Source: an optimization exercise on an open RTL-to-GDS flow (aim: small area, a short achievable clock period and few clock cycles per item). Production flows keep margins and buffers that such runs may drop. The RTL was checked by simulation tests, not by an equivalence proof against the original design.

==> flow/design.v (outline; a module is shown in full before it is edited, if it fits) <==
// module twiddle_rom_l0: 19 lines
// module twiddle_rom_l1: 19 lines
// module twiddle_rom_l2: 19 lines
// module twiddle_rom_l3: 19 lines
// module twiddle_mul_l0: 686 lines
// module twiddle_mul_l1: 686 lines
// module twiddle_mul_l2: 682 lines
// module twiddle_mul_l3: 686 lines
// module add_hi_bk: 72 lines
// module butterfly_stage: 119 lines
// module input_credit_buffer: 38 lines
// module output_credit_queue: 30 lines
// module fft_stage_top: 60 lines
module fft_stage_top (
    input  logic        clk,
    input  logic        rstn,
    input  logic        in_valid,
    input  logic [51:0] in_a_re,
    input  logic [51:0] in_a_im,
    input  logic [51:0] in_b_re,
    input  logic [51:0] in_b_im,
    input  logic        out_credit,
    output logic        in_credit,
    output logic        out_valid,
    output logic [91:0] out_add_re,
    output logic [91:0] out_add_im,
    output logic [91:0] out_diff_re,
    output logic [91:0] out_diff_im
);
  // ...
==> flow/run.sh <==
#!/bin/bash
# synth_recipe.tcl (not shown) runs the flow's synth.tcl, then flattens the netlist and writes it again
# the make line also repeats each setting of config.mk as NAME=value (left out here)
make -C /OpenROAD-flow-scripts/flow DESIGN_CONFIG=/design/flow/config.mk WORK_HOME=/design/flow/orfs CLKGATE_MAP_FILE= SYNTH_SCRIPT=/design/flow/synth_recipe.tcl finish
==> flow/config.mk <==
export PLATFORM = sky130hd
export DESIGN_NAME = fft_stage_top
export DESIGN_NICKNAME = fft_stage_top
export VERILOG_FILES = /design/flow/design.v
export SDC_FILE = /design/flow/constraint.sdc
export NUM_CORES = 4
export LEC_CHECK = 0
export CAP_MARGIN = 20
export CORE_MARGIN = 2
export CORE_UTILIZATION = 40
export SETUP_SLACK_MARGIN = 4.0
export SLEW_MARGIN = 20
==> flow/constraint.sdc <==
create_clock -name core_clock -period 7.5 [get_ports {clk}]
set_input_delay 1.5000 -clock core_clock [delete_from_list [all_inputs] [get_ports {clk}]]
set_output_delay 1.5000 -clock core_clock [all_outputs]
set_load 0.01 [all_outputs]
==> notes.md, run 1 <==
depth of the worst hold-timing path=0; Async SR Flop Fraction=1.04%; post-route cell area=roughly 160000 um2; Non-clock buffer share=9.53%; run status=no timing/DRC/antenna violations; Clock buffer cells=265; hold path startpoint=u_bfly.lo_r[1][1]; CP Cell Sequence=a22oi_1, xnor2_1, ha_1, fa_1, inv_1, fa_1, inv_1, fa_1; worst min path class=reg2reg; # nets final=15100; router iterations before antenna repair=9; RSZ-0062 raised after global routing=true; Highest Signal Layer=met5; post-CTS sizing=214; first-pass GRT wire length=620000 um; cell taking the most area after synthesis=edfxtp_1; R2R cell count=8; largest family of logic cells by synthesized area=adder cells; clk slew on worst S/H paths=0.06 ns; Mapped Cells=11900; Synthesized Nets=14500; DR WL/cell=24.5 um; crit path max fanout=14; Max Cap Violations=0; Initial Util=40.2%; clk sinks=around 1700; Post-Syn Area=135000 um2; WL met3=between 30000 and 40000 um
Testbench counts, summed over its fixed seeds: cycles 3,232, blocks 3,200.
==> module input_credit_buffer, before the edit <==
module input_credit_buffer (
    input  logic         clk,
    input  logic         rstn,
    input  logic         in_valid,
    input  logic [207:0] in_block,     
    input  logic         pop,
    output logic         nonempty,
    output logic [207:0] head
);
    logic [207:0] mem [2];
    logic         wr_ptr, rd_ptr;
    logic [1:0]   count;
    logic [1:0]   we;
    logic         wr_ptr_next;
    logic [1:0]   count_next;
    assign nonempty    = (count != 2'd0);
    assign head        = mem[rd_ptr];
    assign wr_ptr_next = wr_ptr ^ in_valid;
    assign count_next  = count + {1'b0, in_valid} - {1'b0, pop};
    always_ff @(posedge clk) begin
        if (we[0]) mem[0] <= in_block;
        if (we[1]) mem[1] <= in_block;
    end
    always_ff @(posedge clk or negedge rstn) begin
        if (!rstn) begin
            wr_ptr <= 1'b0;
            rd_ptr <= 1'b0;
            count  <= '0;
            we     <= 2'b01;
        end else begin
            wr_ptr <= wr_ptr_next;
            rd_ptr <= rd_ptr ^ pop;
            count  <= count_next;
            we[0]  <= !wr_ptr_next && !count_next[1];
            we[1]  <=  wr_ptr_next && !count_next[1];
        end
    end
endmodule
==> run 2, diff against run 1 <==
--- a/flow/design.v
+++ b/flow/design.v
@@ -3014,32 +3014,22 @@
     output logic         nonempty,
     output logic [207:0] head
 );
-    logic [207:0] mem [2];
-    logic         wr_ptr, rd_ptr;
+    logic [207:0] e0, e1;
     logic [1:0]   count;
-    logic [1:0]   we;
-    logic         wr_ptr_next;
-    logic [1:0]   count_next;
-    assign nonempty    = (count != 2'd0);
-    assign head        = mem[rd_ptr];
-    assign wr_ptr_next = wr_ptr ^ in_valid;
-    assign count_next  = count + {1'b0, in_valid} - {1'b0, pop};
+    logic         full;
+    assign nonempty = (count != 2'd0);
+    assign full     = count[1];
+    assign head     = e0;
     always_ff @(posedge clk) begin
-        if (we[0]) mem[0] <= in_block;
-        if (we[1]) mem[1] <= in_block;
+        if (full && pop)                    e0 <= e1;
+        else if (!count[0] && !full || pop) e0 <= in_block;
+        if (!full || pop)                   e1 <= in_block;
     end
     always_ff @(posedge clk or negedge rstn) begin
         if (!rstn) begin
-            wr_ptr <= 1'b0;
-            rd_ptr <= 1'b0;
-            count  <= '0;
-            we     <= 2'b01;
+            count <= '0;
         end else begin
-            wr_ptr <= wr_ptr_next;
-            rd_ptr <= rd_ptr ^ pop;
-            count  <= count_next;
-            we[0]  <= !wr_ptr_next && !count_next[1];
-            we[1]  <=  wr_ptr_next && !count_next[1];
+            count <= count + {1'b0, in_valid} - {1'b0, pop};
         end
     end
 endmodule
==> notes.md, run 2 <==
run status=no timing/DRC/antenna violations; area taken by multi-input logic gates=77900 um2; post-synthesis compound-gate area fraction=10.0%; core area=336000 um2; DPL Wire Length=284000 um; count leader, synth=inv_1; Die Ht=between 500 and 600 um; DR WL/cell=24.8 um (+1.3%); Yosys reg bits=around 1700; GRT Util Overall=24.4%; number of enable flip-flop cells after synthesis=between 1000 and 1500; largest net degree at the start of global routing=between 150 and 200; sequential area share after synthesis=35.0%; achievable frequency=approximately 0.28 GHz; worst-margin pin slew=1.09 ns; clock buffer count from CTS=206; clk slew on worst S/H paths=0.06 ns (about the same); hold path startpoint=u_bfly.lo_r[8][2]; crit path max fanout=36 (+22); Synth Area in XOR/XNOR=about an eighth; most common cell after layout, fill and taps aside=inv_1; Setup TNS=0 ns; Final WS setup=3.99 ns; setup violators final=0; Worst path slowest cell=dfxtp_4; CP Cell Sequence=buf_12, nand2_1, xnor2_4, fa_1, fa_1, inv_1, fa_1, inv_1, fa_1; Max-slew headroom=27.6%; clk sinks=1719 (-0.23%); worst min path class=reg2reg; full die area=342000 um2; Synth Flop Type=edfxtp_1; worst hold margin=around 0.33 ns; # nets final=15000 (-0.79%); post-synthesis adder-cell area fraction=29.9%; Rows=213; RSZ-0062 raised after global routing=true; pre-CTS WS=3.23 ns; DRT Wirelength=429000 um; crit path time final=roughly 3.5 ns; Max stage delay on crit path=0.51 ns; syn avg cell area=11.4 um2; top cells by area, synth=edfxtp_1 29%, fa_1 23%, xnor2_1 8.6%; biggest regs=u_bfly.ca_r: 288 flops, u_bfly.cb_r: 288 flops; Placement Cell Area=145000 um2; P&R area growth vs syn=18.5%; buffers and inverters on the worst path=3; Worst EP required=8.15 ns; Post-Synth Simple-Gate Area=roughly 3.8%; FF/Latch Area=between 40000 and 50000 um2; Mapped Cells=11900 (-0.47%); mux contribution to synthesized area=1.77%; CP most frequent cell=fa_1; io pins=582; layout cell share with drive strength beyond 1=approximately 11%; # port buffers=581; clock root buffer=clkbuf_16; vias per cell=~5.4; most frequent cells in the layout=1968 x inv_1, 1558 x fa_1, 1304 x xnor2_1, 1283 x edfxtp_1, 936 x a22oi_1; Final Hold Violating Endpoints=0; Synth top area share=28.5%; H-Tree Depth=4; Max Cap Violations=0 (unchanged); Async SR Flop Fraction=0.814% (-0.23 points); Critical Path Start Type=flip-flop; Clock Latency Late Sink=roughly 0.97 ns; Commonest cells post-synth=1969 x inv_1, 1559 x fa_1, 1321 x xnor2_1, 1283 x edfxtp_1, 970 x a22oi_1; via count=just over 90000; WS Path Type=reg2reg; first-pass GRT wire length=619000 um (-0.18%); total global routing overflow=0; clock skew=approximately 0.09 ns; post-route cell area=160000 um2 (-0.77%); CP delay by family, top=adder cells; Post-Syn Area=135000 um2 (-0.11%); DIE WIDTH=585 um; GP Congestion=0.908; Synthesized Nets=14400 (-0.39%); Residual DRC=0; Cell variety after synth=71; Arr. time, crit path=4.17 ns; vias in the first global route=about 94000; DRT antenna net count=0; CTS tree=done; Pins Over Slew Limit=0; cell taking the most area after synthesis=edfxtp_1; Worst setup EP type=flip-flop; hold_buf cts=0; initial antenna violation count=44; DR iter-0 viols=9134; router iterations before antenna repair=6 (-3); largest family of logic cells by synthesized area=adder cells; Bufs on Longest Clock Path=4; period utilization=46.8%; Initial Util=40.2% (about the same); YS warnings=21; Filler cells=30500
-- run 2: cell types whose count changed after synthesis, moves of 19 or more --
cell / delta
mux2i_1: -117
mux2_2: +113
nand3_1: -54
inv_1: -45
nand4_1: -35
buf_2: +34
buf_1: -29
or3_1: +25
clkbuf_1: -24
a2111oi_0: +23
a21o_1: +22
nor3_1: +21
nand2_1: +19
-- run 2: final timing paths --
| check | end | cells after the start | slack, ns |
|---|---|---|---|
| max in group asynchronous | u_out_cr.send | 1 | 5.90 |
| max reg2reg | u_bfly.cb_r[15][3] | 9 | 3.99 |
| min reg2reg | u_bfly.res_add_re[48] | 0 | 0.33 |
| max | u_bfly.cb_r[15][3] | 9 | 3.99 |
| min in group asynchronous | out_valid | 1 | 1.06 |
| min | u_bfly.res_add_re[48] | 0 | 0.33 |
-- run 2: per-stage QoR --
stage                     utilization [%]  std cells
final                                47.6      17200
after global routing                 47.6      17200
after CTS                            46.4      17000
after detailed placement             43.0      16300
after global placement               43.0      16300
after floorplan                         -      11900
-- run 2: cells by family after synthesis --
kind of cell	Yosys count
buffers and inverters	2765
and+or+nand+nor	1147
AOI/OAI and AO/OA	1955
xor gates and xnor gates	1801
DFF	1719
muxes	213
adders and majority gates	2293
-- run 2: area by class of cell --
type / instances / area share [%]
well taps: 4515 / 3.53
multi-input cells: 7409 / 48.7
repair buffers: 1206 / 8.86
clock buffers: 276 / 3.75
diodes: 33 / 0.0516
inverters: 1981 / 4.67
clock inverters: 108 / 0.762
flip-flops and latches: 1719 / 29.7
-- run 2: routing by layer --
metal	vias to the layer above	GRT usage [%]	part of all wire, %
li1	40200	-	-
met1	46600	32.8	41
met2	4535	37.1	44
met3	1042	5.24	9.4
met4	28	12.2	5.9
met5	-	0	0.046
-- run 2: timing repair --
item	4_1_cts	5_1_grt
endpoints found under the setup margin	540	302
gates resized for setup	187	134
gates cloned	7	14
buffers inserted	271	235
pin swaps	0	11
Testbench counts of run 2, summed over its fixed seeds: cycles 3,232, blocks 3,200.

==> static timing again, ports no longer ideal <==
The results above use ideal ports. As a check the final layouts listed here were re-extracted and re-timed, cells and wires unchanged.
Step 1 sets driving cells, clkbuf_16 on the clock port and buf_2 on the other inputs (assumed; they add their load-dependent delay and slew).
Step 2 times the ports against the registers' clock, not the clock port: input delays grow and output delays shrink by t, the midpoint of the rising clock arrivals with the driver on.
a / b / c = ideal ports / drivers / drivers and shift; a / b = the first two.
run	shift t [ns]	setup slack, ns	worst slew at a driven data input, ns	pins driven straight from the clock port
run 1	1.016	4.011 / 3.962 / 4.011	0.23	1
run 2	1.023	3.987 / 3.969 / 3.987	0.39	1
After both steps setup and hold are still met in every run listed.
